This is an optimization exercise on Yosys and OpenROAD, whose aim is small area and a short achievable clock period, not a production implementation.
Function was checked by simulation only, so behaviour that the tests miss may differ from the original.
The flow treats the clock pin as an ideal source, which a real chip does not have.

## flow/design.v

```verilog
package qft_pkg;
    localparam int AMP_W = 8;
endpackage
`timescale 1ns/1ps
module qft_add9
(
    input  logic [8:0] a,
    input  logic [8:0] b,
    input  logic       k,
    output logic [8:0] t
);
    assign t = a + b + 9'(k);
endmodule
module qft_pre
#(
    parameter bit NEG = 1'b0
) (
    input  logic [8:0]  t,
    output logic [11:0] s2,
    output logic [11:0] c2,
    output logic        hi,
    output logic        lo,
    output logic        m80
);
    logic [11:0] u, x2, x3, s1, c1;
    logic        ge187, le_m187;
    assign u  = {{3{t[8]}}, t};
    if (NEG) begin : g_neg
        assign x2 = {u[9:0], 2'b00};
        assign x3 = {~u[7:0], 4'b1111};
    end else begin : g_pos
        assign x2 = {u[10:0], 1'b0};
        assign x3 = {u[8:0], 3'b000};
    end
    assign s1 = u ^ x2 ^ x3;
    assign c1 = {((u[10:0] & x2[10:0]) | (x3[10:0] & (u[10:0] ^ x2[10:0]))), NEG};
    assign s2 = s1;
    assign c2 = c1;
    assign ge187   = ~t[8] & t[7] & (t[6] | (t[5] & t[4] & t[3] & (t[2] | (t[1] & t[0]))));
    assign le_m187 =  t[8] & ~t[7] & (~t[6] | (~t[5] & ~t[4] & ~t[3] & (~t[2] | ~t[1])));
    assign hi = NEG ? le_m187 : ge187;
    assign lo = NEG ? ge187 : le_m187;
    assign m80 = lo | (t[8:1] == 8'hA3);
endmodule
module qft_post
(
    input  logic [11:0] s2,
    input  logic [11:0] c2,
    input  logic        hi,
    input  logic        lo,
    output logic [7:0]  y
);
    logic [11:0] p;
    assign p = s2 + c2;
    assign y = hi ? 8'h7f : (lo ? 8'h80 : p[11:4]);
endmodule
module qft_scale
#(
    parameter bit NEG = 1'b0
) (
    input  logic [8:0] t,
    output logic [7:0] y,
    output logic       m80
);
    logic [11:0] s2, c2;
    logic        hi, lo;
    qft_pre #(.NEG(NEG)) u_pre (.t(t), .s2(s2), .c2(c2), .hi(hi), .lo(lo), .m80(m80));
    qft_post u_post (.s2(s2), .c2(c2), .hi(hi), .lo(lo), .y(y));
endmodule
module qft_bfly
#(
    parameter bit NEG = 1'b0
) (
    input  logic [8:0] a,
    input  logic [8:0] b,
    input  logic       k,
    output logic [7:0] y,
    output logic       m80
);
    logic [8:0] t;
    qft_add9 u_add (.a(a), .b(b), .k(k), .t(t));
    qft_scale #(.NEG(NEG)) u_scale (.t(t), .y(y), .m80(m80));
endmodule
`timescale 1ns/1ps
module qft3_top
(
    input  logic        clk,
    input  logic        rst_n,
    input  logic        valid_i,
    input  logic [63:0] re_i,
    input  logic [63:0] im_i,
    output logic        valid_o,
    output logic [63:0] re_o,
    output logic [63:0] im_o
);
    logic [7:0] v_q;
    always_ff @(posedge clk or negedge rst_n) begin
        if (!rst_n) v_q <= '0;
        else        v_q <= {v_q[6:0], valid_i};
    end
    assign valid_o = v_q[7];
    logic [7:0] x_re0, x_im0;
    logic [7:0] x_re1, x_im1;
    logic [7:0] x_re2, x_im2;
    logic [7:0] x_re3, x_im3;
    logic [7:0] x_re4, x_im4;
    logic [7:0] x_re5, x_im5;
    logic [7:0] x_re6, x_im6;
    logic [7:0] x_re7, x_im7;
    logic [7:0] u1_h2_re0;
    logic       u1_h2_re0_m80;
    logic [8:0] u1_h2_re0_t;
    logic [7:0] u2_h2_im0;
    logic       u2_h2_im0_m80;
    logic [8:0] u2_h2_im0_t;
    logic [7:0] u3_h2_re4;
    logic       u3_h2_re4_m80;
    logic [8:0] u3_h2_re4_t;
    logic [7:0] u4_h2_im4;
    logic       u4_h2_im4_m80;
    logic [8:0] u4_h2_im4_t;
    logic [7:0] u5_h2_re1;
    logic       u5_h2_re1_m80;
    logic [8:0] u5_h2_re1_t;
    logic [7:0] u6_h2_im1;
    logic       u6_h2_im1_m80;
    logic [8:0] u6_h2_im1_t;
    logic [7:0] u7_h2_re5;
    logic       u7_h2_re5_m80;
    logic [8:0] u7_h2_re5_t;
    logic [7:0] u8_h2_im5;
    logic       u8_h2_im5_m80;
    logic [8:0] u8_h2_im5_t;
    logic [7:0] u9_h2_re2;
    logic       u9_h2_re2_m80;
    logic [8:0] u9_h2_re2_t;
    logic [7:0] u10_h2_im2;
    logic       u10_h2_im2_m80;
    logic [8:0] u10_h2_im2_t;
    logic [7:0] u11_h2_re6;
    logic       u11_h2_re6_m80;
    logic [8:0] u11_h2_re6_t;
    logic [7:0] u12_h2_im6;
    logic       u12_h2_im6_m80;
    logic [8:0] u12_h2_im6_t;
    logic [7:0] u13_h2_re3;
    logic       u13_h2_re3_m80;
    logic [8:0] u13_h2_re3_t;
    logic [7:0] u14_h2_im3;
    logic       u14_h2_im3_m80;
    logic [8:0] u14_h2_im3_t;
    logic [7:0] u15_h2_re7;
    logic       u15_h2_re7_m80;
    logic [8:0] u15_h2_re7_t;
    logic [7:0] u16_h2_im7;
    logic       u16_h2_im7_m80;
    logic [8:0] u16_h2_im7_t;
    logic [7:0] u17_cp_re5;
    logic       u17_cp_re5_m80;
    logic [8:0] u17_cp_re5_t;
    logic [7:0] u18_cp_im5;
    logic       u18_cp_im5_m80;
    logic [8:0] u18_cp_im5_t;
    logic [7:0] u19_cp_re7;
    logic       u19_cp_re7_m80;
    logic [8:0] u19_cp_re7_t;
    logic [7:0] u20_cp_im7;
    logic       u20_cp_im7_m80;
    logic [8:0] u20_cp_im7_t;
    logic [7:0] u21_h1_re0;
    logic       u21_h1_re0_m80;
    logic [8:0] u21_h1_re0_t;
    logic [7:0] u22_h1_im0;
    logic       u22_h1_im0_m80;
    logic [8:0] u22_h1_im0_t;
    logic [7:0] u23_h1_re2;
    logic       u23_h1_re2_m80;
    logic [8:0] u23_h1_re2_t;
    logic [7:0] u24_h1_im2;
    logic       u24_h1_im2_m80;
    logic [8:0] u24_h1_im2_t;
    logic [7:0] u25_h1_re1;
    logic       u25_h1_re1_m80;
    logic [8:0] u25_h1_re1_t;
    logic [7:0] u26_h1_im1;
    logic       u26_h1_im1_m80;
    logic [8:0] u26_h1_im1_t;
    logic [7:0] u27_h1_re3;
    logic       u27_h1_re3_m80;
    logic [8:0] u27_h1_re3_t;
    logic [7:0] u28_h1_im3;
    logic       u28_h1_im3_m80;
    logic [8:0] u28_h1_im3_t;
    logic [7:0] u29_h1_re4;
    logic       u29_h1_re4_m80;
    logic [8:0] u29_h1_re4_t;
    logic [7:0] u30_h1_im4;
    logic       u30_h1_im4_m80;
    logic [8:0] u30_h1_im4_t;
    logic [7:0] u31_h1_re6;
    logic       u31_h1_re6_m80;
    logic [8:0] u31_h1_re6_t;
    logic [7:0] u32_h1_im6;
    logic       u32_h1_im6_m80;
    logic [8:0] u32_h1_im6_t;
    logic [7:0] u33_h1_re5;
    logic       u33_h1_re5_m80;
    logic [8:0] u33_h1_re5_t;
    logic [7:0] u34_h1_im5;
    logic       u34_h1_im5_m80;
    logic [8:0] u34_h1_im5_t;
    logic [7:0] u35_h1_re7;
    logic       u35_h1_re7_m80;
    logic [8:0] u35_h1_re7_t;
    logic [7:0] u36_h1_im7;
    logic       u36_h1_im7_m80;
    logic [8:0] u36_h1_im7_t;
    logic [7:0] u37_h0_re0;
    logic       u37_h0_re0_m80;
    logic [8:0] u37_h0_re0_t;
    logic [7:0] u38_h0_im0;
    logic       u38_h0_im0_m80;
    logic [8:0] u38_h0_im0_t;
    logic [7:0] u39_h0_re1;
    logic       u39_h0_re1_m80;
    logic [8:0] u39_h0_re1_t;
    logic [7:0] u40_h0_im1;
    logic       u40_h0_im1_m80;
    logic [8:0] u40_h0_im1_t;
    logic [7:0] u41_h0_re2;
    logic       u41_h0_re2_m80;
    logic [8:0] u41_h0_re2_t;
    logic [7:0] u42_h0_im2;
    logic       u42_h0_im2_m80;
    logic [8:0] u42_h0_im2_t;
    logic [7:0] u43_h0_re3;
    logic       u43_h0_re3_m80;
    logic [8:0] u43_h0_re3_t;
    logic [7:0] u44_h0_im3;
    logic       u44_h0_im3_m80;
    logic [8:0] u44_h0_im3_t;
    logic [7:0] u45_h0_re4;
    logic       u45_h0_re4_m80;
    logic [8:0] u45_h0_re4_t;
    logic [7:0] u46_h0_im4;
    logic       u46_h0_im4_m80;
    logic [8:0] u46_h0_im4_t;
    logic [7:0] u47_h0_re5;
    logic       u47_h0_re5_m80;
    logic [8:0] u47_h0_re5_t;
    logic [7:0] u48_h0_im5;
    logic       u48_h0_im5_m80;
    logic [8:0] u48_h0_im5_t;
    logic [7:0] u49_h0_re6;
    logic       u49_h0_re6_m80;
    logic [8:0] u49_h0_re6_t;
    logic [7:0] u50_h0_im6;
    logic       u50_h0_im6_m80;
    logic [8:0] u50_h0_im6_t;
    logic [7:0] u51_h0_re7;
    logic       u51_h0_re7_m80;
    logic [8:0] u51_h0_re7_t;
    logic [7:0] u52_h0_im7;
    logic       u52_h0_im7_m80;
    logic [8:0] u52_h0_im7_t;
    logic [8:0] u1_h2_re0_t_d1;
    logic [8:0] u2_h2_im0_t_d1;
    logic [8:0] u3_h2_re4_t_d1;
    logic [8:0] u4_h2_im4_t_d1;
    logic [8:0] u5_h2_re1_t_d1;
    logic [8:0] u6_h2_im1_t_d1;
    logic [8:0] u7_h2_re5_t_d1;
    logic [8:0] u8_h2_im5_t_d1;
    logic [8:0] u9_h2_re2_t_d1;
    logic [8:0] u10_h2_im2_t_d1;
    logic [8:0] u11_h2_re6_t_d1;
    logic [8:0] u12_h2_im6_t_d1;
    logic [8:0] u13_h2_re3_t_d1;
    logic [8:0] u14_h2_im3_t_d1;
    logic [8:0] u15_h2_re7_t_d1;
    logic [8:0] u16_h2_im7_t_d1;
    logic [7:0] u7_h2_re5_d2;
    logic [7:0] u8_h2_im5_d2;
    logic [8:0] u17_cp_re5_t_d3;
    logic [8:0] u18_cp_im5_t_d3;
    logic [7:0] u16_h2_im7_d2;
    logic       u16_h2_im7_m80_d2;
    logic [7:0] u15_h2_re7_d2;
    logic [8:0] u19_cp_re7_t_d3;
    logic [8:0] u20_cp_im7_t_d3;
    logic [7:0] u1_h2_re0_d2;
    logic [7:0] u1_h2_re0_d3;
    logic [7:0] u1_h2_re0_d4;
    logic [7:0] u9_h2_re2_d2;
    logic [7:0] u9_h2_re2_d3;
    logic [7:0] u9_h2_re2_d4;
    logic [8:0] u21_h1_re0_t_d5;
    logic [7:0] u2_h2_im0_d2;
    logic [7:0] u2_h2_im0_d3;
    logic [7:0] u2_h2_im0_d4;
    logic [7:0] u10_h2_im2_d2;
    logic [7:0] u10_h2_im2_d3;
    logic [7:0] u10_h2_im2_d4;
    logic [8:0] u22_h1_im0_t_d5;
    logic [8:0] u23_h1_re2_t_d5;
    logic [8:0] u24_h1_im2_t_d5;
    logic [7:0] u5_h2_re1_d2;
    logic [7:0] u5_h2_re1_d3;
    logic [7:0] u5_h2_re1_d4;
    logic [7:0] u13_h2_re3_d2;
    logic [7:0] u13_h2_re3_d3;
    logic [7:0] u13_h2_re3_d4;
    logic [8:0] u25_h1_re1_t_d5;
    logic [7:0] u6_h2_im1_d2;
    logic [7:0] u6_h2_im1_d3;
    logic [7:0] u6_h2_im1_d4;
    logic [7:0] u14_h2_im3_d2;
    logic [7:0] u14_h2_im3_d3;
    logic [7:0] u14_h2_im3_d4;
    logic [8:0] u26_h1_im1_t_d5;
    logic [8:0] u27_h1_re3_t_d5;
    logic [8:0] u28_h1_im3_t_d5;
    logic [7:0] u3_h2_re4_d2;
    logic [7:0] u3_h2_re4_d3;
    logic [7:0] u3_h2_re4_d4;
    logic [7:0] u12_h2_im6_d2;
    logic [7:0] u12_h2_im6_d3;
    logic [7:0] u12_h2_im6_d4;
    logic       u12_h2_im6_m80_d2;
    logic       u12_h2_im6_m80_d3;
    logic       u12_h2_im6_m80_d4;
    logic [8:0] u29_h1_re4_t_d5;
    logic [7:0] u4_h2_im4_d2;
    logic [7:0] u4_h2_im4_d3;
    logic [7:0] u4_h2_im4_d4;
    logic [7:0] u11_h2_re6_d2;
    logic [7:0] u11_h2_re6_d3;
    logic [7:0] u11_h2_re6_d4;
    logic [8:0] u30_h1_im4_t_d5;
    logic [8:0] u31_h1_re6_t_d5;
    logic [8:0] u32_h1_im6_t_d5;
    logic [7:0] u17_cp_re5_d4;
    logic [7:0] u19_cp_re7_d4;
    logic [8:0] u33_h1_re5_t_d5;
    logic [7:0] u18_cp_im5_d4;
    logic [7:0] u20_cp_im7_d4;
    logic [8:0] u34_h1_im5_t_d5;
    logic [8:0] u35_h1_re7_t_d5;
    logic [8:0] u36_h1_im7_t_d5;
    logic [7:0] u21_h1_re0_d6;
    logic [7:0] u25_h1_re1_d6;
    logic [8:0] u37_h0_re0_t_d7;
    logic [7:0] u22_h1_im0_d6;
    logic [7:0] u26_h1_im1_d6;
    logic [8:0] u38_h0_im0_t_d7;
    logic [8:0] u39_h0_re1_t_d7;
    logic [8:0] u40_h0_im1_t_d7;
    logic [7:0] u23_h1_re2_d6;
    logic [7:0] u28_h1_im3_d6;
    logic       u28_h1_im3_m80_d6;
    logic [8:0] u41_h0_re2_t_d7;
    logic [7:0] u24_h1_im2_d6;
    logic [7:0] u27_h1_re3_d6;
    logic [8:0] u42_h0_im2_t_d7;
    logic [8:0] u43_h0_re3_t_d7;
    logic [8:0] u44_h0_im3_t_d7;
    logic [7:0] u29_h1_re4_d6;
    logic [7:0] u33_h1_re5_d6;
    logic [8:0] u45_h0_re4_t_d7;
    logic [7:0] u30_h1_im4_d6;
    logic [7:0] u34_h1_im5_d6;
    logic [8:0] u46_h0_im4_t_d7;
    logic [8:0] u47_h0_re5_t_d7;
    logic [8:0] u48_h0_im5_t_d7;
    logic [7:0] u31_h1_re6_d6;
    logic [7:0] u36_h1_im7_d6;
    logic       u36_h1_im7_m80_d6;
    logic [8:0] u49_h0_re6_t_d7;
    logic [7:0] u32_h1_im6_d6;
    logic [7:0] u35_h1_re7_d6;
    logic [8:0] u50_h0_im6_t_d7;
    logic [8:0] u51_h0_re7_t_d7;
    logic [8:0] u52_h0_im7_t_d7;
    logic [7:0] u37_h0_re0_d8;
    logic [7:0] u38_h0_im0_d8;
    logic [7:0] u45_h0_re4_d8;
    logic [7:0] u46_h0_im4_d8;
    logic [7:0] u41_h0_re2_d8;
    logic [7:0] u42_h0_im2_d8;
    logic [7:0] u49_h0_re6_d8;
    logic [7:0] u50_h0_im6_d8;
    logic [7:0] u39_h0_re1_d8;
    logic [7:0] u40_h0_im1_d8;
    logic [7:0] u47_h0_re5_d8;
    logic [7:0] u48_h0_im5_d8;
    logic [7:0] u43_h0_re3_d8;
    logic [7:0] u44_h0_im3_d8;
    logic [7:0] u51_h0_re7_d8;
    logic [7:0] u52_h0_im7_d8;
    assign x_re0 = re_i[7:0];
    assign x_im0 = im_i[7:0];
    assign x_re1 = re_i[15:8];
    assign x_im1 = im_i[15:8];
    assign x_re2 = re_i[23:16];
    assign x_im2 = im_i[23:16];
    assign x_re3 = re_i[31:24];
    assign x_im3 = im_i[31:24];
    assign x_re4 = re_i[39:32];
    assign x_im4 = im_i[39:32];
    assign x_re5 = re_i[47:40];
    assign x_im5 = im_i[47:40];
    assign x_re6 = re_i[55:48];
    assign x_im6 = im_i[55:48];
    assign x_re7 = re_i[63:56];
    assign x_im7 = im_i[63:56];
    qft_add9 u_u1_h2_re0_a (.a({x_re0[7], x_re0}), .b({x_re4[7], x_re4}), .k(1'b0), .t(u1_h2_re0_t));
    qft_scale #(.NEG(0)) u_u1_h2_re0_s (.t(u1_h2_re0_t_d1), .y(u1_h2_re0), .m80(u1_h2_re0_m80));
    qft_add9 u_u2_h2_im0_a (.a({x_im0[7], x_im0}), .b({x_im4[7], x_im4}), .k(1'b0), .t(u2_h2_im0_t));
    qft_scale #(.NEG(0)) u_u2_h2_im0_s (.t(u2_h2_im0_t_d1), .y(u2_h2_im0), .m80(u2_h2_im0_m80));
    qft_add9 u_u3_h2_re4_a (.a({x_re0[7], x_re0}), .b(~{x_re4[7], x_re4}), .k(1'b1), .t(u3_h2_re4_t));
    qft_scale #(.NEG(0)) u_u3_h2_re4_s (.t(u3_h2_re4_t_d1), .y(u3_h2_re4), .m80(u3_h2_re4_m80));
    qft_add9 u_u4_h2_im4_a (.a({x_im0[7], x_im0}), .b(~{x_im4[7], x_im4}), .k(1'b1), .t(u4_h2_im4_t));
    qft_scale #(.NEG(0)) u_u4_h2_im4_s (.t(u4_h2_im4_t_d1), .y(u4_h2_im4), .m80(u4_h2_im4_m80));
    qft_add9 u_u5_h2_re1_a (.a({x_re1[7], x_re1}), .b({x_re5[7], x_re5}), .k(1'b0), .t(u5_h2_re1_t));
    qft_scale #(.NEG(0)) u_u5_h2_re1_s (.t(u5_h2_re1_t_d1), .y(u5_h2_re1), .m80(u5_h2_re1_m80));
    qft_add9 u_u6_h2_im1_a (.a({x_im1[7], x_im1}), .b({x_im5[7], x_im5}), .k(1'b0), .t(u6_h2_im1_t));
    qft_scale #(.NEG(0)) u_u6_h2_im1_s (.t(u6_h2_im1_t_d1), .y(u6_h2_im1), .m80(u6_h2_im1_m80));
    qft_add9 u_u7_h2_re5_a (.a({x_re1[7], x_re1}), .b(~{x_re5[7], x_re5}), .k(1'b1), .t(u7_h2_re5_t));
    qft_scale #(.NEG(0)) u_u7_h2_re5_s (.t(u7_h2_re5_t_d1), .y(u7_h2_re5), .m80(u7_h2_re5_m80));
    qft_add9 u_u8_h2_im5_a (.a({x_im1[7], x_im1}), .b(~{x_im5[7], x_im5}), .k(1'b1), .t(u8_h2_im5_t));
    qft_scale #(.NEG(0)) u_u8_h2_im5_s (.t(u8_h2_im5_t_d1), .y(u8_h2_im5), .m80(u8_h2_im5_m80));
    qft_add9 u_u9_h2_re2_a (.a({x_re2[7], x_re2}), .b({x_re6[7], x_re6}), .k(1'b0), .t(u9_h2_re2_t));
    qft_scale #(.NEG(0)) u_u9_h2_re2_s (.t(u9_h2_re2_t_d1), .y(u9_h2_re2), .m80(u9_h2_re2_m80));
    qft_add9 u_u10_h2_im2_a (.a({x_im2[7], x_im2}), .b({x_im6[7], x_im6}), .k(1'b0), .t(u10_h2_im2_t));
    qft_scale #(.NEG(0)) u_u10_h2_im2_s (.t(u10_h2_im2_t_d1), .y(u10_h2_im2), .m80(u10_h2_im2_m80));
    qft_add9 u_u11_h2_re6_a (.a({x_re2[7], x_re2}), .b(~{x_re6[7], x_re6}), .k(1'b1), .t(u11_h2_re6_t));
    qft_scale #(.NEG(0)) u_u11_h2_re6_s (.t(u11_h2_re6_t_d1), .y(u11_h2_re6), .m80(u11_h2_re6_m80));
    qft_add9 u_u12_h2_im6_a (.a({x_im2[7], x_im2}), .b(~{x_im6[7], x_im6}), .k(1'b1), .t(u12_h2_im6_t));
    qft_scale #(.NEG(0)) u_u12_h2_im6_s (.t(u12_h2_im6_t_d1), .y(u12_h2_im6), .m80(u12_h2_im6_m80));
    qft_add9 u_u13_h2_re3_a (.a({x_re3[7], x_re3}), .b({x_re7[7], x_re7}), .k(1'b0), .t(u13_h2_re3_t));
    qft_scale #(.NEG(0)) u_u13_h2_re3_s (.t(u13_h2_re3_t_d1), .y(u13_h2_re3), .m80(u13_h2_re3_m80));
    qft_add9 u_u14_h2_im3_a (.a({x_im3[7], x_im3}), .b({x_im7[7], x_im7}), .k(1'b0), .t(u14_h2_im3_t));
    qft_scale #(.NEG(0)) u_u14_h2_im3_s (.t(u14_h2_im3_t_d1), .y(u14_h2_im3), .m80(u14_h2_im3_m80));
    qft_add9 u_u15_h2_re7_a (.a({x_re3[7], x_re3}), .b(~{x_re7[7], x_re7}), .k(1'b1), .t(u15_h2_re7_t));
    qft_scale #(.NEG(0)) u_u15_h2_re7_s (.t(u15_h2_re7_t_d1), .y(u15_h2_re7), .m80(u15_h2_re7_m80));
    qft_add9 u_u16_h2_im7_a (.a({x_im3[7], x_im3}), .b(~{x_im7[7], x_im7}), .k(1'b1), .t(u16_h2_im7_t));
    qft_scale #(.NEG(0)) u_u16_h2_im7_s (.t(u16_h2_im7_t_d1), .y(u16_h2_im7), .m80(u16_h2_im7_m80));
    qft_add9 u_u17_cp_re5_a (.a({u7_h2_re5_d2[7], u7_h2_re5_d2}), .b(~{u8_h2_im5_d2[7], u8_h2_im5_d2}), .k(1'b1), .t(u17_cp_re5_t));
    qft_scale #(.NEG(0)) u_u17_cp_re5_s (.t(u17_cp_re5_t_d3), .y(u17_cp_re5), .m80(u17_cp_re5_m80));
    qft_add9 u_u18_cp_im5_a (.a({u7_h2_re5_d2[7], u7_h2_re5_d2}), .b({u8_h2_im5_d2[7], u8_h2_im5_d2}), .k(1'b0), .t(u18_cp_im5_t));
    qft_scale #(.NEG(0)) u_u18_cp_im5_s (.t(u18_cp_im5_t_d3), .y(u18_cp_im5), .m80(u18_cp_im5_m80));
    qft_add9 u_u19_cp_re7_a (.a({u16_h2_im7_d2[7], u16_h2_im7_d2}), .b({u15_h2_re7_d2[7], u15_h2_re7_d2}), .k(u16_h2_im7_m80_d2), .t(u19_cp_re7_t));
    qft_scale #(.NEG(1)) u_u19_cp_re7_s (.t(u19_cp_re7_t_d3), .y(u19_cp_re7), .m80(u19_cp_re7_m80));
    qft_add9 u_u20_cp_im7_a (.a(~{u16_h2_im7_d2[7], u16_h2_im7_d2}), .b({u15_h2_re7_d2[7], u15_h2_re7_d2}), .k(~u16_h2_im7_m80_d2), .t(u20_cp_im7_t));
    qft_scale #(.NEG(0)) u_u20_cp_im7_s (.t(u20_cp_im7_t_d3), .y(u20_cp_im7), .m80(u20_cp_im7_m80));
    qft_add9 u_u21_h1_re0_a (.a({u1_h2_re0_d4[7], u1_h2_re0_d4}), .b({u9_h2_re2_d4[7], u9_h2_re2_d4}), .k(1'b0), .t(u21_h1_re0_t));
    qft_scale #(.NEG(0)) u_u21_h1_re0_s (.t(u21_h1_re0_t_d5), .y(u21_h1_re0), .m80(u21_h1_re0_m80));
    qft_add9 u_u22_h1_im0_a (.a({u2_h2_im0_d4[7], u2_h2_im0_d4}), .b({u10_h2_im2_d4[7], u10_h2_im2_d4}), .k(1'b0), .t(u22_h1_im0_t));
    qft_scale #(.NEG(0)) u_u22_h1_im0_s (.t(u22_h1_im0_t_d5), .y(u22_h1_im0), .m80(u22_h1_im0_m80));
    qft_add9 u_u23_h1_re2_a (.a({u1_h2_re0_d4[7], u1_h2_re0_d4}), .b(~{u9_h2_re2_d4[7], u9_h2_re2_d4}), .k(1'b1), .t(u23_h1_re2_t));
    qft_scale #(.NEG(0)) u_u23_h1_re2_s (.t(u23_h1_re2_t_d5), .y(u23_h1_re2), .m80(u23_h1_re2_m80));
    qft_add9 u_u24_h1_im2_a (.a({u2_h2_im0_d4[7], u2_h2_im0_d4}), .b(~{u10_h2_im2_d4[7], u10_h2_im2_d4}), .k(1'b1), .t(u24_h1_im2_t));
    qft_scale #(.NEG(0)) u_u24_h1_im2_s (.t(u24_h1_im2_t_d5), .y(u24_h1_im2), .m80(u24_h1_im2_m80));
    qft_add9 u_u25_h1_re1_a (.a({u5_h2_re1_d4[7], u5_h2_re1_d4}), .b({u13_h2_re3_d4[7], u13_h2_re3_d4}), .k(1'b0), .t(u25_h1_re1_t));
    qft_scale #(.NEG(0)) u_u25_h1_re1_s (.t(u25_h1_re1_t_d5), .y(u25_h1_re1), .m80(u25_h1_re1_m80));
    qft_add9 u_u26_h1_im1_a (.a({u6_h2_im1_d4[7], u6_h2_im1_d4}), .b({u14_h2_im3_d4[7], u14_h2_im3_d4}), .k(1'b0), .t(u26_h1_im1_t));
    qft_scale #(.NEG(0)) u_u26_h1_im1_s (.t(u26_h1_im1_t_d5), .y(u26_h1_im1), .m80(u26_h1_im1_m80));
    qft_add9 u_u27_h1_re3_a (.a({u5_h2_re1_d4[7], u5_h2_re1_d4}), .b(~{u13_h2_re3_d4[7], u13_h2_re3_d4}), .k(1'b1), .t(u27_h1_re3_t));
    qft_scale #(.NEG(0)) u_u27_h1_re3_s (.t(u27_h1_re3_t_d5), .y(u27_h1_re3), .m80(u27_h1_re3_m80));
    qft_add9 u_u28_h1_im3_a (.a({u6_h2_im1_d4[7], u6_h2_im1_d4}), .b(~{u14_h2_im3_d4[7], u14_h2_im3_d4}), .k(1'b1), .t(u28_h1_im3_t));
    qft_scale #(.NEG(0)) u_u28_h1_im3_s (.t(u28_h1_im3_t_d5), .y(u28_h1_im3), .m80(u28_h1_im3_m80));
    qft_add9 u_u29_h1_re4_a (.a({u3_h2_re4_d4[7], u3_h2_re4_d4}), .b(~{u12_h2_im6_d4[7], u12_h2_im6_d4}), .k(~u12_h2_im6_m80_d4), .t(u29_h1_re4_t));
    qft_scale #(.NEG(0)) u_u29_h1_re4_s (.t(u29_h1_re4_t_d5), .y(u29_h1_re4), .m80(u29_h1_re4_m80));
    qft_add9 u_u30_h1_im4_a (.a({u4_h2_im4_d4[7], u4_h2_im4_d4}), .b({u11_h2_re6_d4[7], u11_h2_re6_d4}), .k(1'b0), .t(u30_h1_im4_t));
    qft_scale #(.NEG(0)) u_u30_h1_im4_s (.t(u30_h1_im4_t_d5), .y(u30_h1_im4), .m80(u30_h1_im4_m80));
    qft_add9 u_u31_h1_re6_a (.a({u3_h2_re4_d4[7], u3_h2_re4_d4}), .b({u12_h2_im6_d4[7], u12_h2_im6_d4}), .k(u12_h2_im6_m80_d4), .t(u31_h1_re6_t));
    qft_scale #(.NEG(0)) u_u31_h1_re6_s (.t(u31_h1_re6_t_d5), .y(u31_h1_re6), .m80(u31_h1_re6_m80));
    qft_add9 u_u32_h1_im6_a (.a({u4_h2_im4_d4[7], u4_h2_im4_d4}), .b(~{u11_h2_re6_d4[7], u11_h2_re6_d4}), .k(1'b1), .t(u32_h1_im6_t));
    qft_scale #(.NEG(0)) u_u32_h1_im6_s (.t(u32_h1_im6_t_d5), .y(u32_h1_im6), .m80(u32_h1_im6_m80));
    qft_add9 u_u33_h1_re5_a (.a({u17_cp_re5_d4[7], u17_cp_re5_d4}), .b({u19_cp_re7_d4[7], u19_cp_re7_d4}), .k(1'b0), .t(u33_h1_re5_t));
    qft_scale #(.NEG(0)) u_u33_h1_re5_s (.t(u33_h1_re5_t_d5), .y(u33_h1_re5), .m80(u33_h1_re5_m80));
    qft_add9 u_u34_h1_im5_a (.a({u18_cp_im5_d4[7], u18_cp_im5_d4}), .b({u20_cp_im7_d4[7], u20_cp_im7_d4}), .k(1'b0), .t(u34_h1_im5_t));
    qft_scale #(.NEG(0)) u_u34_h1_im5_s (.t(u34_h1_im5_t_d5), .y(u34_h1_im5), .m80(u34_h1_im5_m80));
    qft_add9 u_u35_h1_re7_a (.a({u17_cp_re5_d4[7], u17_cp_re5_d4}), .b(~{u19_cp_re7_d4[7], u19_cp_re7_d4}), .k(1'b1), .t(u35_h1_re7_t));
    qft_scale #(.NEG(0)) u_u35_h1_re7_s (.t(u35_h1_re7_t_d5), .y(u35_h1_re7), .m80(u35_h1_re7_m80));
    qft_add9 u_u36_h1_im7_a (.a({u18_cp_im5_d4[7], u18_cp_im5_d4}), .b(~{u20_cp_im7_d4[7], u20_cp_im7_d4}), .k(1'b1), .t(u36_h1_im7_t));
    qft_scale #(.NEG(0)) u_u36_h1_im7_s (.t(u36_h1_im7_t_d5), .y(u36_h1_im7), .m80(u36_h1_im7_m80));
    qft_add9 u_u37_h0_re0_a (.a({u21_h1_re0_d6[7], u21_h1_re0_d6}), .b({u25_h1_re1_d6[7], u25_h1_re1_d6}), .k(1'b0), .t(u37_h0_re0_t));
    qft_scale #(.NEG(0)) u_u37_h0_re0_s (.t(u37_h0_re0_t_d7), .y(u37_h0_re0), .m80(u37_h0_re0_m80));
    qft_add9 u_u38_h0_im0_a (.a({u22_h1_im0_d6[7], u22_h1_im0_d6}), .b({u26_h1_im1_d6[7], u26_h1_im1_d6}), .k(1'b0), .t(u38_h0_im0_t));
    qft_scale #(.NEG(0)) u_u38_h0_im0_s (.t(u38_h0_im0_t_d7), .y(u38_h0_im0), .m80(u38_h0_im0_m80));
    qft_add9 u_u39_h0_re1_a (.a({u21_h1_re0_d6[7], u21_h1_re0_d6}), .b(~{u25_h1_re1_d6[7], u25_h1_re1_d6}), .k(1'b1), .t(u39_h0_re1_t));
    qft_scale #(.NEG(0)) u_u39_h0_re1_s (.t(u39_h0_re1_t_d7), .y(u39_h0_re1), .m80(u39_h0_re1_m80));
    qft_add9 u_u40_h0_im1_a (.a({u22_h1_im0_d6[7], u22_h1_im0_d6}), .b(~{u26_h1_im1_d6[7], u26_h1_im1_d6}), .k(1'b1), .t(u40_h0_im1_t));
    qft_scale #(.NEG(0)) u_u40_h0_im1_s (.t(u40_h0_im1_t_d7), .y(u40_h0_im1), .m80(u40_h0_im1_m80));
    qft_add9 u_u41_h0_re2_a (.a({u23_h1_re2_d6[7], u23_h1_re2_d6}), .b(~{u28_h1_im3_d6[7], u28_h1_im3_d6}), .k(~u28_h1_im3_m80_d6), .t(u41_h0_re2_t));
    qft_scale #(.NEG(0)) u_u41_h0_re2_s (.t(u41_h0_re2_t_d7), .y(u41_h0_re2), .m80(u41_h0_re2_m80));
    qft_add9 u_u42_h0_im2_a (.a({u24_h1_im2_d6[7], u24_h1_im2_d6}), .b({u27_h1_re3_d6[7], u27_h1_re3_d6}), .k(1'b0), .t(u42_h0_im2_t));
    qft_scale #(.NEG(0)) u_u42_h0_im2_s (.t(u42_h0_im2_t_d7), .y(u42_h0_im2), .m80(u42_h0_im2_m80));
    qft_add9 u_u43_h0_re3_a (.a({u23_h1_re2_d6[7], u23_h1_re2_d6}), .b({u28_h1_im3_d6[7], u28_h1_im3_d6}), .k(u28_h1_im3_m80_d6), .t(u43_h0_re3_t));
    qft_scale #(.NEG(0)) u_u43_h0_re3_s (.t(u43_h0_re3_t_d7), .y(u43_h0_re3), .m80(u43_h0_re3_m80));
    qft_add9 u_u44_h0_im3_a (.a({u24_h1_im2_d6[7], u24_h1_im2_d6}), .b(~{u27_h1_re3_d6[7], u27_h1_re3_d6}), .k(1'b1), .t(u44_h0_im3_t));
    qft_scale #(.NEG(0)) u_u44_h0_im3_s (.t(u44_h0_im3_t_d7), .y(u44_h0_im3), .m80(u44_h0_im3_m80));
    qft_add9 u_u45_h0_re4_a (.a({u29_h1_re4_d6[7], u29_h1_re4_d6}), .b({u33_h1_re5_d6[7], u33_h1_re5_d6}), .k(1'b0), .t(u45_h0_re4_t));
    qft_scale #(.NEG(0)) u_u45_h0_re4_s (.t(u45_h0_re4_t_d7), .y(u45_h0_re4), .m80(u45_h0_re4_m80));
    qft_add9 u_u46_h0_im4_a (.a({u30_h1_im4_d6[7], u30_h1_im4_d6}), .b({u34_h1_im5_d6[7], u34_h1_im5_d6}), .k(1'b0), .t(u46_h0_im4_t));
    qft_scale #(.NEG(0)) u_u46_h0_im4_s (.t(u46_h0_im4_t_d7), .y(u46_h0_im4), .m80(u46_h0_im4_m80));
    qft_add9 u_u47_h0_re5_a (.a({u29_h1_re4_d6[7], u29_h1_re4_d6}), .b(~{u33_h1_re5_d6[7], u33_h1_re5_d6}), .k(1'b1), .t(u47_h0_re5_t));
    qft_scale #(.NEG(0)) u_u47_h0_re5_s (.t(u47_h0_re5_t_d7), .y(u47_h0_re5), .m80(u47_h0_re5_m80));
    qft_add9 u_u48_h0_im5_a (.a({u30_h1_im4_d6[7], u30_h1_im4_d6}), .b(~{u34_h1_im5_d6[7], u34_h1_im5_d6}), .k(1'b1), .t(u48_h0_im5_t));
    qft_scale #(.NEG(0)) u_u48_h0_im5_s (.t(u48_h0_im5_t_d7), .y(u48_h0_im5), .m80(u48_h0_im5_m80));
    qft_add9 u_u49_h0_re6_a (.a({u31_h1_re6_d6[7], u31_h1_re6_d6}), .b(~{u36_h1_im7_d6[7], u36_h1_im7_d6}), .k(~u36_h1_im7_m80_d6), .t(u49_h0_re6_t));
    qft_scale #(.NEG(0)) u_u49_h0_re6_s (.t(u49_h0_re6_t_d7), .y(u49_h0_re6), .m80(u49_h0_re6_m80));
    qft_add9 u_u50_h0_im6_a (.a({u32_h1_im6_d6[7], u32_h1_im6_d6}), .b({u35_h1_re7_d6[7], u35_h1_re7_d6}), .k(1'b0), .t(u50_h0_im6_t));
    qft_scale #(.NEG(0)) u_u50_h0_im6_s (.t(u50_h0_im6_t_d7), .y(u50_h0_im6), .m80(u50_h0_im6_m80));
    qft_add9 u_u51_h0_re7_a (.a({u31_h1_re6_d6[7], u31_h1_re6_d6}), .b({u36_h1_im7_d6[7], u36_h1_im7_d6}), .k(u36_h1_im7_m80_d6), .t(u51_h0_re7_t));
    qft_scale #(.NEG(0)) u_u51_h0_re7_s (.t(u51_h0_re7_t_d7), .y(u51_h0_re7), .m80(u51_h0_re7_m80));
    qft_add9 u_u52_h0_im7_a (.a({u32_h1_im6_d6[7], u32_h1_im6_d6}), .b(~{u35_h1_re7_d6[7], u35_h1_re7_d6}), .k(1'b1), .t(u52_h0_im7_t));
    qft_scale #(.NEG(0)) u_u52_h0_im7_s (.t(u52_h0_im7_t_d7), .y(u52_h0_im7), .m80(u52_h0_im7_m80));
    assign re_o[7:0] = u37_h0_re0_d8;
    assign im_o[7:0] = u38_h0_im0_d8;
    assign re_o[15:8] = u45_h0_re4_d8;
    assign im_o[15:8] = u46_h0_im4_d8;
    assign re_o[23:16] = u41_h0_re2_d8;
    assign im_o[23:16] = u42_h0_im2_d8;
    assign re_o[31:24] = u49_h0_re6_d8;
    assign im_o[31:24] = u50_h0_im6_d8;
    assign re_o[39:32] = u39_h0_re1_d8;
    assign im_o[39:32] = u40_h0_im1_d8;
    assign re_o[47:40] = u47_h0_re5_d8;
    assign im_o[47:40] = u48_h0_im5_d8;
    assign re_o[55:48] = u43_h0_re3_d8;
    assign im_o[55:48] = u44_h0_im3_d8;
    assign re_o[63:56] = u51_h0_re7_d8;
    assign im_o[63:56] = u52_h0_im7_d8;
    always_ff @(posedge clk) begin
        u1_h2_re0_t_d1 <= u1_h2_re0_t;
        u2_h2_im0_t_d1 <= u2_h2_im0_t;
        u3_h2_re4_t_d1 <= u3_h2_re4_t;
        u4_h2_im4_t_d1 <= u4_h2_im4_t;
        u5_h2_re1_t_d1 <= u5_h2_re1_t;
        u6_h2_im1_t_d1 <= u6_h2_im1_t;
        u7_h2_re5_t_d1 <= u7_h2_re5_t;
        u8_h2_im5_t_d1 <= u8_h2_im5_t;
        u9_h2_re2_t_d1 <= u9_h2_re2_t;
        u10_h2_im2_t_d1 <= u10_h2_im2_t;
        u11_h2_re6_t_d1 <= u11_h2_re6_t;
        u12_h2_im6_t_d1 <= u12_h2_im6_t;
        u13_h2_re3_t_d1 <= u13_h2_re3_t;
        u14_h2_im3_t_d1 <= u14_h2_im3_t;
        u15_h2_re7_t_d1 <= u15_h2_re7_t;
        u16_h2_im7_t_d1 <= u16_h2_im7_t;
        u7_h2_re5_d2 <= u7_h2_re5;
        u8_h2_im5_d2 <= u8_h2_im5;
        u17_cp_re5_t_d3 <= u17_cp_re5_t;
        u18_cp_im5_t_d3 <= u18_cp_im5_t;
        u16_h2_im7_d2 <= u16_h2_im7;
        u16_h2_im7_m80_d2 <= u16_h2_im7_m80;
        u15_h2_re7_d2 <= u15_h2_re7;
        u19_cp_re7_t_d3 <= u19_cp_re7_t;
        u20_cp_im7_t_d3 <= u20_cp_im7_t;
        u1_h2_re0_d2 <= u1_h2_re0;
        u1_h2_re0_d3 <= u1_h2_re0_d2;
        u1_h2_re0_d4 <= u1_h2_re0_d3;
        u9_h2_re2_d2 <= u9_h2_re2;
        u9_h2_re2_d3 <= u9_h2_re2_d2;
        u9_h2_re2_d4 <= u9_h2_re2_d3;
        u21_h1_re0_t_d5 <= u21_h1_re0_t;
        u2_h2_im0_d2 <= u2_h2_im0;
        u2_h2_im0_d3 <= u2_h2_im0_d2;
        u2_h2_im0_d4 <= u2_h2_im0_d3;
        u10_h2_im2_d2 <= u10_h2_im2;
        u10_h2_im2_d3 <= u10_h2_im2_d2;
        u10_h2_im2_d4 <= u10_h2_im2_d3;
        u22_h1_im0_t_d5 <= u22_h1_im0_t;
        u23_h1_re2_t_d5 <= u23_h1_re2_t;
        u24_h1_im2_t_d5 <= u24_h1_im2_t;
        u5_h2_re1_d2 <= u5_h2_re1;
        u5_h2_re1_d3 <= u5_h2_re1_d2;
        u5_h2_re1_d4 <= u5_h2_re1_d3;
        u13_h2_re3_d2 <= u13_h2_re3;
        u13_h2_re3_d3 <= u13_h2_re3_d2;
        u13_h2_re3_d4 <= u13_h2_re3_d3;
        u25_h1_re1_t_d5 <= u25_h1_re1_t;
        u6_h2_im1_d2 <= u6_h2_im1;
        u6_h2_im1_d3 <= u6_h2_im1_d2;
        u6_h2_im1_d4 <= u6_h2_im1_d3;
        u14_h2_im3_d2 <= u14_h2_im3;
        u14_h2_im3_d3 <= u14_h2_im3_d2;
        u14_h2_im3_d4 <= u14_h2_im3_d3;
        u26_h1_im1_t_d5 <= u26_h1_im1_t;
        u27_h1_re3_t_d5 <= u27_h1_re3_t;
        u28_h1_im3_t_d5 <= u28_h1_im3_t;
        u3_h2_re4_d2 <= u3_h2_re4;
        u3_h2_re4_d3 <= u3_h2_re4_d2;
        u3_h2_re4_d4 <= u3_h2_re4_d3;
        u12_h2_im6_d2 <= u12_h2_im6;
        u12_h2_im6_d3 <= u12_h2_im6_d2;
        u12_h2_im6_d4 <= u12_h2_im6_d3;
        u12_h2_im6_m80_d2 <= u12_h2_im6_m80;
        u12_h2_im6_m80_d3 <= u12_h2_im6_m80_d2;
        u12_h2_im6_m80_d4 <= u12_h2_im6_m80_d3;
        u29_h1_re4_t_d5 <= u29_h1_re4_t;
        u4_h2_im4_d2 <= u4_h2_im4;
        u4_h2_im4_d3 <= u4_h2_im4_d2;
        u4_h2_im4_d4 <= u4_h2_im4_d3;
        u11_h2_re6_d2 <= u11_h2_re6;
        u11_h2_re6_d3 <= u11_h2_re6_d2;
        u11_h2_re6_d4 <= u11_h2_re6_d3;
        u30_h1_im4_t_d5 <= u30_h1_im4_t;
        u31_h1_re6_t_d5 <= u31_h1_re6_t;
        u32_h1_im6_t_d5 <= u32_h1_im6_t;
        u17_cp_re5_d4 <= u17_cp_re5;
        u19_cp_re7_d4 <= u19_cp_re7;
        u33_h1_re5_t_d5 <= u33_h1_re5_t;
        u18_cp_im5_d4 <= u18_cp_im5;
        u20_cp_im7_d4 <= u20_cp_im7;
        u34_h1_im5_t_d5 <= u34_h1_im5_t;
        u35_h1_re7_t_d5 <= u35_h1_re7_t;
        u36_h1_im7_t_d5 <= u36_h1_im7_t;
        u21_h1_re0_d6 <= u21_h1_re0;
        u25_h1_re1_d6 <= u25_h1_re1;
        u37_h0_re0_t_d7 <= u37_h0_re0_t;
        u22_h1_im0_d6 <= u22_h1_im0;
        u26_h1_im1_d6 <= u26_h1_im1;
        u38_h0_im0_t_d7 <= u38_h0_im0_t;
        u39_h0_re1_t_d7 <= u39_h0_re1_t;
        u40_h0_im1_t_d7 <= u40_h0_im1_t;
        u23_h1_re2_d6 <= u23_h1_re2;
        u28_h1_im3_d6 <= u28_h1_im3;
        u28_h1_im3_m80_d6 <= u28_h1_im3_m80;
        u41_h0_re2_t_d7 <= u41_h0_re2_t;
        u24_h1_im2_d6 <= u24_h1_im2;
        u27_h1_re3_d6 <= u27_h1_re3;
        u42_h0_im2_t_d7 <= u42_h0_im2_t;
        u43_h0_re3_t_d7 <= u43_h0_re3_t;
        u44_h0_im3_t_d7 <= u44_h0_im3_t;
        u29_h1_re4_d6 <= u29_h1_re4;
        u33_h1_re5_d6 <= u33_h1_re5;
        u45_h0_re4_t_d7 <= u45_h0_re4_t;
        u30_h1_im4_d6 <= u30_h1_im4;
        u34_h1_im5_d6 <= u34_h1_im5;
        u46_h0_im4_t_d7 <= u46_h0_im4_t;
        u47_h0_re5_t_d7 <= u47_h0_re5_t;
        u48_h0_im5_t_d7 <= u48_h0_im5_t;
        u31_h1_re6_d6 <= u31_h1_re6;
        u36_h1_im7_d6 <= u36_h1_im7;
        u36_h1_im7_m80_d6 <= u36_h1_im7_m80;
        u49_h0_re6_t_d7 <= u49_h0_re6_t;
        u32_h1_im6_d6 <= u32_h1_im6;
        u35_h1_re7_d6 <= u35_h1_re7;
        u50_h0_im6_t_d7 <= u50_h0_im6_t;
        u51_h0_re7_t_d7 <= u51_h0_re7_t;
        u52_h0_im7_t_d7 <= u52_h0_im7_t;
        u37_h0_re0_d8 <= u37_h0_re0;
        u38_h0_im0_d8 <= u38_h0_im0;
        u45_h0_re4_d8 <= u45_h0_re4;
        u46_h0_im4_d8 <= u46_h0_im4;
        u41_h0_re2_d8 <= u41_h0_re2;
        u42_h0_im2_d8 <= u42_h0_im2;
        u49_h0_re6_d8 <= u49_h0_re6;
        u50_h0_im6_d8 <= u50_h0_im6;
        u39_h0_re1_d8 <= u39_h0_re1;
        u40_h0_im1_d8 <= u40_h0_im1;
        u47_h0_re5_d8 <= u47_h0_re5;
        u48_h0_im5_d8 <= u48_h0_im5;
        u43_h0_re3_d8 <= u43_h0_re3;
        u44_h0_im3_d8 <= u44_h0_im3;
        u51_h0_re7_d8 <= u51_h0_re7;
        u52_h0_im7_d8 <= u52_h0_im7;
    end
endmodule
```

## flow/flow/run.sh

```bash
#!/bin/bash
# The standard layout with two changes:
#  - the ports get the smallest buffer (buf_1) instead of the default one;
#  - after clock tree synthesis, flops inside the pipeline whose incoming paths are
#    tighter than their outgoing ones get one clock buffer of delay (useful skew between
#    internal registers only; flops fed by the inputs and the valid chain are left alone).
# Each tool's output goes to a log of its own in this folder.
set -euo pipefail
export BUFFER_PORTS_ARGS="-buffer_cell sky130_fd_sc_hd__buf_1"
bash standard.sh synth > synth.log 2>&1
bash standard.sh cts > place_cts.log 2>&1
R=orfs/results/sky130hd/qft3_top/base
PLATFORM_DIR="$FLOW_HOME/platforms/sky130hd" IN_ODB=$R/4_cts.odb IN_SDC=$R/4_cts.sdc OUT_ODB=$R/4_cts.odb \
  SKEW_DELTA=0.08 SKEW_BUF=sky130_fd_sc_hd__clkbuf_1 SKEW_BELOW=1.8 \
  SKEW_IO_PATTERNS='*_h2_*_t_d1* v_q*' \
  openroad -no_init -exit flow/skew.tcl > skew.log 2>&1
bash standard.sh finish > route_finish.log 2>&1
```

## flow/flow/skew.tcl

```tcl
# Useful skew for the internal register-to-register paths: give a flop whose incoming
# paths are tighter than its outgoing ones a small clock delay (one buffer on its clock
# pin). Flops that capture from input ports or launch to output ports are left alone.
set plat $::env(PLATFORM_DIR)
read_lef $plat/lef/sky130_fd_sc_hd.tlef
read_lef $plat/lef/sky130_fd_sc_hd_merged.lef
read_liberty $plat/lib/sky130_fd_sc_hd__tt_025C_1v80.lib
read_db $::env(IN_ODB)
read_sdc $::env(IN_SDC)
source $plat/setRC.tcl
set_propagated_clock [all_clocks]
estimate_parasitics -placement
puts "before: worst slack [format %.3f [sta::worst_slack -max]] hold [format %.3f [sta::worst_slack -min]]"
set delta $::env(SKEW_DELTA)
set bufm $::env(SKEW_BUF)
set block [ord::get_db_block]
set master [[ord::get_db] findMaster $bufm]
# flops next to the ports
# (by name: the first stage's sums, the output stage and the valid chain)
set io_pat $::env(SKEW_IO_PATTERNS)
set chosen {}
foreach reg [all_registers -edge_triggered -cells] {
  set n [get_full_name $reg]
  set skip 0
  foreach p $io_pat { if {[string match $p $n]} { set skip 1 } }
  if {$skip} continue
  set d [get_pins -of_objects $reg -filter "name==D"]
  set q [get_pins -of_objects $reg -filter "name==Q"]
  if {$d eq "" || $q eq ""} continue
  set sin [get_property $d slack_max]
  set sout [get_property $q slack_max]
  if {$sin + $delta < $sout - $delta && $sin < $::env(SKEW_BELOW)} { lappend chosen [sta::sta_to_db_inst $reg] }
}
puts "flops to delay: [llength $chosen]"
set k 0
foreach inst $chosen {
  set ck [$inst findITerm CLK]
  set cnet [$ck getNet]
  set b [odb::dbInst_create $block $master "skewbuf_$k"]
  set net [odb::dbNet_create $block "skewclk_$k"]
  $net setSigType CLOCK
  $ck disconnect
  $ck connect $net
  [$b findITerm A] connect $cnet
  [$b findITerm X] connect $net
  set loc [$inst getLocation]
  $b setLocation [lindex $loc 0] [lindex $loc 1]
  $b setPlacementStatus PLACED
  incr k
}
global_connect
detailed_placement
check_placement
estimate_parasitics -placement
puts "after: worst slack [format %.3f [sta::worst_slack -max]] hold [format %.3f [sta::worst_slack -min]]"
if {[info exists ::env(OUT_ODB)]} { write_db $::env(OUT_ODB) }
```

## flow/standard.sh

```bash
#!/bin/bash
# synth_recipe.tcl (not shown) runs the flow's synth.tcl, then flattens the netlist and writes it again
# the make line also repeats each setting of config.mk as NAME=value (left out here)
make -C /OpenROAD-flow-scripts/flow DESIGN_CONFIG=/design/flow/config.mk WORK_HOME=/design/flow/orfs CLKGATE_MAP_FILE= SYNTH_SCRIPT=/design/flow/synth_recipe.tcl "${@:-finish}"
```

## flow/config.mk

```make
export PLATFORM = sky130hd
export DESIGN_NAME = qft3_top
export DESIGN_NICKNAME = qft3_top
export VERILOG_FILES = /design/flow/design.v
export SDC_FILE = /design/flow/constraint.sdc
export NUM_CORES = 4
export LEC_CHECK = 0
export CAP_MARGIN = 20
export CORE_MARGIN = 2
export CORE_UTILIZATION = 40
export CTS_CLUSTER_DIAMETER = 180
export CTS_CLUSTER_SIZE = 30
export SETUP_SLACK_MARGIN = 1.6
export SLEW_MARGIN = 20
```

## flow/constraint.sdc

```tcl
create_clock -name core_clock -period 4.0 [get_ports {clk}]
set_input_delay 0.8000 -clock core_clock [delete_from_list [all_inputs] [get_ports {clk}]]
set_output_delay 0.8000 -clock core_clock [all_outputs]
set_load 0.01 [all_outputs]
```

==> impl_metrics.tcl, run 1 <==
set metrics [dict create \
    clock_latency_ns 0.77 \
    cts_made_buffers 41 \
    critPathKind "reg -> reg" \
    grt_max_degree 32 \
    fin_skew_ns 0.1239 \
    synthCells 6653 \
    finalWirelength_mm 133.5 \
    synth_top_area_frac 0.3186 \
    rows 149 \
    cts_tree "yes" \
    crit_path_start_kind "flip-flop" \
    clock_sinks 1068 \
    pre_cts_ws_ns 1.294 \
    drtPass1Iterations 7 \
    placedCellCount 9062 \
    port_buffers 259 \
    cp_max_fo 3 \
    gp_congestion 0.8598 \
    io_pins 260 \
    drc_errors 0 \
    drv_slew 0 \
    rsz0062_at_grt "yes" \
    drt_iter0_drc 1806 \
    crit_arrival_ns 3.00 \
    syn2layout_area_growth_pct 11.00 \
    final_core_util 0.4477 \
    synthArstFlopShare 0.007491 \
    drive_gt1_frac 0.07400 \
    clock_tree.root_cell "clkbuf_16" \
    hp-class "in -> reg" \
    timing.hold.ws_ns 0.2239 \
    synth-edff-count 0 \
    cpPeakStageDelay_ns 0.54 \
    status "finished clean" \
    yosysWarningCount 1 \
    cp_slowest_cell "fa_1" \
    syn_area_um2 66620 \
    rr_startpoint "u27_h1_re3_t_d5[0]" \
    cp-endpoint "u27_h1_re3_d6[7]" \
    dieArea_um2 169800 \
    grt_pass1_vias 44660 \
    yosys.area.top_type "dfxtp_1" \
    synth-main-ff-cell "dfxtp_1" \
    hold_violations 0 \
    fin_area_um2 73940 \
    worstPathCellList "fa_1 > ha_1 > a41o_1 > nand4_1 > nand3_2 > o31ai_4 > nor3b_1 > o41a_1" \
    fmax_mhz 422.1 \
    placed_area_um2 70220 \
    die_w_um 412.1 \
    h-tree-depth 2 \
    start_util 0.4033 \
    tightest_slew_ns 0.7877 \
    fp.dieH_um 412.1 \
    cp.required_ns 4.63 \
    antenna_left 0 \
    period_minus_slack_ns 2.369 \
    clk_pin_slew_ns 0.12 \
    ys_ff_latch 1068 \
    final.period_utilization 0.5923 \
    finalSetupTns_ns 0 \
    viasPerCell 4.865 \
    dp_hpwl_mm 108.3 \
    timing.max_cap.violations 0 \
    r2r_end "u27_h1_re3_d6[7]" \
    r2r_setup_slack_ns 1.63 \
    final_cell_count_no_fill 9407 \
    multiInputGateArea_um2 43070 \
    synthTopCellsByArea "dfxtp_1 (32%), ha_1 (21%), fa_1 (11%)" \
    vias 45770 \
    clock_path_buffers 3 \
    avgRoutedWirePerCell_um 14.19 \
    crit_path_end_kind "flip-flop" \
    crit_path_start "u27_h1_re3_t_d5[0]" \
    syn_nets 8251 \
    ys_types 62 \
    seqCellArea_um2 21900 \
    setup_violations 0 \
    grtUsageTotal 0.1542 \
    fin_ws_ns 1.631 \
    gr-total-overflow 0 \
    antenna_found_initial 8 \
    reg2reg_depth 8 \
    core-area_um2 165200 \
    syn_area_per_cell_um2 10.01 \
    layout.nets 8811 \
    slew_headroom 0.4737 \
    grt_first_pass_wirelength_mm 219.7 \
    fillers 15890 \
    synth_seq_area_share 0.3216 \
]
-- worst max-delay path: cells and delay by family (launching register included) --
kind	cells	cell delay, ns
AOI/OAI and AO/OA	3	0.91
adders and majority gates	2	0.77
DFF	1	0.38
and+or+nand+nor	3	0.30
-- cells in the final DEF, fill, tap and decap left out, types with 116 or more instances in the layout --
master	count
ha_1	1081
a21oi_1	392
o21ai_0	491
fa_1	372
buf_1	259
dfxtp_1	818
o21bai_1	116
xnor2_1	354
dfxtp_2	173
nand2_1	248
inv_1	726
nor2_1	335
nor2b_1	129
xor2_1	258
clkbuf_1	226
-- Yosys cell counts, types with 38 or more instances --
| cell | count |
|---|---|
| inv_1 | 726 |
| nand2_1 | 248 |
| nand2b_1 | 78 |
| a21boi_1 | 51 |
| nand3_1 | 59 |
| a21oi_1 | 425 |
| a31oi_1 | 38 |
| nor2b_1 | 129 |
| nor4_1 | 43 |
| o21ai_0 | 512 |
| o21ai_1 | 60 |
| o41a_1 | 38 |
| o21bai_1 | 116 |
| xor2_1 | 258 |
| dfxtp_1 | 1060 |
| a41o_1 | 50 |
| fa_1 | 372 |
| nor3_1 | 46 |
| xnor2_1 | 354 |
| nor2_1 | 335 |
| o21a_1 | 43 |
| ha_1 | 1095 |
| a21o_1 | 74 |
| a211oi_1 | 58 |
-- per-layer routing --
layer | global-route usage | up-vias | wire [µm]
li1 | - | 23710 | -
met2 | 0.2564 | 450 | 60170
met5 | 0 | - | 51
met4 | 0.03480 | 8 | 2883
met3 | 0.01881 | 113 | 3992
met1 | 0.2134 | 21480 | 66360
-- cell families (layout without fill, tap and decap cells) --
| family | after synthesis | count (layout) | synth area share |
|---|---|---|---|
| AOI/OAI and AO/OA | 1701 | 1701 | 0.1627 |
| xor gates and xnor gates | 612 | 612 | 0.08046 |
| adders and majority gates | 1467 | 1467 | 0.3175 |
| buffers and inverters | 770 | 1333 | 0.04344 |
| DFF | 1068 | 1068 | 0.3216 |
| other | 0 | 2 | 0 |
| and+or+nand+nor | 1035 | 1035 | 0.07440 |
-- how the worst min path moves through the flow --
stage          cells past startpoint  slack [ns]                to        startpoint
6_report                           1        0.22            v_q[0]           valid_i
5_1_grt                            1        0.18            v_q[0]           valid_i
4_1_cts                            1        0.16            v_q[0]           valid_i
3_5_place_dp                       0        0.31  u10_h2_im2_d3[0]  u10_h2_im2_d2[0]
3_3_place_gp                       0        0.31  u10_h2_im2_d3[2]  u10_h2_im2_d2[2]
2_1_floorplan                      0        0.31  u10_h2_im2_d3[0]  u10_h2_im2_d2[0]
-- layout make-up --
class                           instances  area share
Antenna cell                            2  0.00006768
Buffer                                225     0.01142
Clock buffer                           44     0.01460
Clock inverter                          2   0.0003384
Inverter                              726     0.03685
Multi-Input combinational cell       4815      0.5825
Sequential cell                      1068      0.2961
Tap cell                             2189     0.03704
Timing Repair Buffer                  336     0.02105
-- timing repair --
| item | CTS | global route |
|---|---|---|
| pin swaps | 61 | 40 |
| endpoints found under the hold margin | 8 | 0 |
| hold buffers | 1 | 0 |
| resized for setup | 316 | 138 |
| buffers inserted | 49 | 22 |
| setup endpoints to repair | 165 | 106 |
| gates cloned | 0 | 0 |
==> inputs of run 2 (changes only) <==
==> flow/flow/run.sh (replaced) <==
#!/bin/bash
# The standard layout with two changes:
#  - the ports get the smallest buffer (buf_1) instead of the default one;
#  - after clock tree synthesis, flops inside the pipeline whose incoming paths are
#    tighter than their outgoing ones get one or two clock buffers of delay (useful skew between
#    internal registers only; flops fed by the inputs and the valid chain are left alone).
# Each tool's output goes to a log of its own in this folder.
set -euo pipefail
export BUFFER_PORTS_ARGS="-buffer_cell sky130_fd_sc_hd__buf_1"
bash standard.sh synth > synth.log 2>&1
bash standard.sh cts > place_cts.log 2>&1
R=orfs/results/sky130hd/qft3_top/base
PLATFORM_DIR="$FLOW_HOME/platforms/sky130hd" IN_ODB=$R/4_cts.odb IN_SDC=$R/4_cts.sdc OUT_ODB=$R/4_cts.odb \
  SKEW_DELTA=0.08 SKEW_BUF=sky130_fd_sc_hd__clkbuf_1 SKEW_BELOW=1.8 SKEW_PASSES=2 \
  SKEW_IO_PATTERNS='*_h2_*_t_d1* v_q*' \
  openroad -no_init -exit flow/skew.tcl > skew.log 2>&1
bash standard.sh finish > route_finish.log 2>&1
--- a/flow/flow/skew.tcl
+++ b/flow/flow/skew.tcl
@@ -18,6 +18,8 @@
 # flops next to the ports
 # (by name: the first stage's sums, the output stage and the valid chain)
 set io_pat $::env(SKEW_IO_PATTERNS)
+set k 0
+for {set pass 0} {$pass < $::env(SKEW_PASSES)} {incr pass} {
 set chosen {}
 foreach reg [all_registers -edge_triggered -cells] {
   set n [get_full_name $reg]
@@ -32,7 +34,6 @@
   if {$sin + $delta < $sout - $delta && $sin < $::env(SKEW_BELOW)} { lappend chosen [sta::sta_to_db_inst $reg] }
 }
 puts "flops to delay: [llength $chosen]"
-set k 0
 foreach inst $chosen {
   set ck [$inst findITerm CLK]
   set cnet [$ck getNet]
@@ -48,6 +49,9 @@
   $b setPlacementStatus PLACED
   incr k
 }
+estimate_parasitics -placement
+puts "pass $pass: worst slack [format %.3f [sta::worst_slack -max]]"
+}
 global_connect
 detailed_placement
 check_placement
--- a/flow/config.mk
+++ b/flow/config.mk
@@ -8,7 +8,7 @@
 export CAP_MARGIN = 20
 export CORE_MARGIN = 2
 export CORE_UTILIZATION = 40
-export CTS_CLUSTER_DIAMETER = 180
-export CTS_CLUSTER_SIZE = 30
+export CTS_CLUSTER_DIAMETER = 150
+export CTS_CLUSTER_SIZE = 24
 export SETUP_SLACK_MARGIN = 1.6
 export SLEW_MARGIN = 20
==> impl_metrics.tcl, run 2 <==
set metrics [dict create \
    grt_first_pass_wirelength_mm 222.7 \
    fin_skew_ns 0.2113 \
    final.period_utilization 0.5749 \
    layout.nets 8945 \
    layout_commonest_cell "ha_1" \
    slew_headroom 0.4818 \
    synth_seq_area_share 0.3216 \
    clock_sinks 1068 \
    drv_slew 0 \
    syn_area_um2 66620 \
    antenna_left 0 \
    cts_made_buffers 50 \
    crit_arrival_ns 3.04 \
    synthCells 6653 \
    dp_hpwl_mm 108.3 \
    synthSimpleGateAreaFrac 0.07440 \
    period_minus_slack_ns 2.300 \
    fp.dieH_um 412.1 \
    clock_path_buffers 3 \
    crit_family "compound AO/OA/AOI/OAI gates" \
    yosysWarningCount 1 \
    final_cell_mix "ha_1 (1086), dfxtp_1 (848), inv_1 (726), o21ai_0 (499), a21oi_1 (412)" \
    gr-total-overflow 0 \
    synth_xor_area_frac 0.08046 \
    worstPathCellList "fa_1 > ha_1 > a41o_1 > nand4_1 > nand3_2 > o31ai_4 > nor3b_2 > o41a_1" \
    synth_top_area_frac 0.3186 \
    crit_path_end_kind "flip-flop" \
    crit_path_start_kind "flip-flop" \
    drc_errors 0 \
    synthTopCellsByArea "dfxtp_1 (32%), ha_1 (21%), fa_1 (11%)" \
    ys_types 62 \
    rsz0062_at_grt "yes" \
    gp_congestion 0.8598 \
    setup_violations 0 \
    drt_iter0_drc 1784 \
    yosys.area.top_type "dfxtp_1" \
    clock_tree.root_cell "clkbuf_16" \
    r2r_setup_slack_ns 1.70 \
    hold_start "valid_i" \
    critPathKind "reg -> reg" \
    drive_gt1_frac 0.05973 \
    timing.max_cap.violations 0 \
    final_core_util 0.4485 \
    avgRoutedWirePerCell_um 14.07 \
    status "finished clean" \
    synth-edff-count 0 \
    port_buffers 259 \
    synthMostInstantiatedCell "ha_1" \
    cp.required_ns 4.74 \
    h-tree-depth 2 \
    syn2layout_area_growth_pct 11.20 \
    finalSetupTns_ns 0 \
    fmax_mhz 434.8 \
    clk_pin_slew_ns 0.10 \
    critical_path_buf_inv_count 0 \
    syn_nets 8251 \
    tightest_slew_ns 0.7756 \
    ys_ff_latch 1068 \
    antenna_found_initial 6 \
    drtPass1Iterations 5 \
    synth-main-ff-cell "dfxtp_1" \
    finalWirelength_mm 134.2 \
    cpPeakStageDelay_ns 0.54 \
    hp-class "in -> reg" \
    grt_pass1_vias 46080 \
    dieArea_um2 169800 \
    start_util 0.4033 \
    timing.hold.ws_ns 0.2136 \
    post_synth_fa_ha_maj_area_fraction 0.3175 \
    rows 149 \
    synth_top_family_by_area "adder cells" \
    cts_tree "yes" \
    clock_latency_ns 0.88 \
    die_w_um 412.1 \
    viasPerCell 4.842 \
    pre_cts_ws_ns 1.294 \
    synthArstFlopShare 0.007491 \
    grtUsageTotal 0.1563 \
    cp_max_fo 4 \
    synthMuxAreaShare 0 \
    hold_violations 0 \
    io_pins 260 \
    core-area_um2 165200 \
    synth.top_cells.by_count "ha_1 (1095), dfxtp_1 (1060), inv_1 (726), o21ai_0 (512), a21oi_1 (425)" \
    grt_max_degree 26 \
    vias 46190 \
    crit_path_start "u27_h1_re3_t_d5[2]" \
    fin_ws_ns 1.700 \
    synth-compound-area-share 0.1627 \
    rr_startpoint "u27_h1_re3_t_d5[2]" \
    syn_area_per_cell_um2 10.01 \
    cp_slowest_cell "fa_1" \
]
==> run 2: cell counts after synthesis <==
Identical to the previous run, type by type.
==> run 2: worst reg2reg max path: cells and delay by family, from the launching register on <==
kind | cells | cell delay, ns
flip-flops | 1 | 0.37
adder cells (fa/ha/maj) | 2 | 0.77
AND/OR/NAND/NOR | 3 | 0.30
AO/OA/AOI/OAI | 3 | 0.92
==> run 2: area by class of cell <==
class,instances,area (µm²)
fill,15940,91100
multi-input combinational,4815,42760
tap,2189,2739
clock inverter,4,50.05
sequential,1068,21800
timing repair buffer,303,1305
buffer,383,1438
antenna,2,5.005
inverter,726,2725
clock buffer,51,1255
==> run 2: what timing repair did <==
item | in CTS | in global routing
pin swaps | 56 | 3
setup buffers | 37 | 1
hold buffers | 1 | 0
endpoints found under the setup margin | 165 | 17
gates resized for setup | 315 | 22
endpoints found under the hold margin | 8 | 0
==> run 2: worst paths after layout <==
check,to,cells past startpoint
setup / recovery,u27_h1_re3_d6[7],8
hold / removal,v_q[0],1
setup reg to reg,u27_h1_re3_d6[7],8
hold reg to reg,u6_h2_im1_d4[1],0
max in group asynchronous,v_q[4],2
min in group asynchronous,v_q[3],2
==> run 2: layer usage <==
layer,global-route usage,vias to the layer above,routed length [µm]
met5,0,-,52
met4,0.04279,8,3036
met3,0.02102,116,4098
met2,0.2573,448,60430
met1,0.2143,21640,66610
li1,-,23980,-
==> run 2: kinds of logic (layout without fill, tap and decap cells) <==
group           Yosys count  count (layout)
flops                  1068            1068
fa+ha+maj              1467            1467
compound gates         1701            1701
simple gates           1035            1035
other cells               0               2
buf+inv                 770            1467
xor+xnor                612             612
==> run 2: per-stage QoR <==
step / cell area [µm²] / instances
floorplan: 66640 / 6653
global placement: 70220 / 9062
detailed placement: 70220 / 9062
CTS: 72550 / 9155
global route: 74070 / 9539
finish: 74070 / 9541

port drivers added, routing unchanged:
The flow's constraints put no driver on any port. The routed layouts listed below were extracted and timed again, unchanged, in two steps. Step 1 (the two cells are an assumption about what drives the block):
set clk [get_ports {clk}]
set_driving_cell -lib_cell sky130_fd_sc_hd__clkbuf_16 $clk
set_driving_cell -lib_cell sky130_fd_sc_hd__buf_2 [delete_from_list [all_inputs] $clk]
Step 2 adds t to the input delays and takes it off the output delays; t is the mean of the earliest and latest rising clock arrival at the registers after step 1. Input paths then give back, and output paths get back, about the clock's delay inside the block. Slacks: ideal / step 1 / step 2; pairs: ideal / step 1.
run | t (ns) | setup slack, ns | worst register clock-pin slew, ns
run 1 | 0.788 | 1.631 / 1.631 / 1.318 | 0.12 / 0.12
run 2 | 0.848 | 1.700 / 1.700 / 1.280 | 0.11 / 0.11
After both steps every run listed still meets setup and hold. For run 2, which loses most, drivers alone change the setup slack by 0.000 ns; drivers and shift together by -0.420 ns.
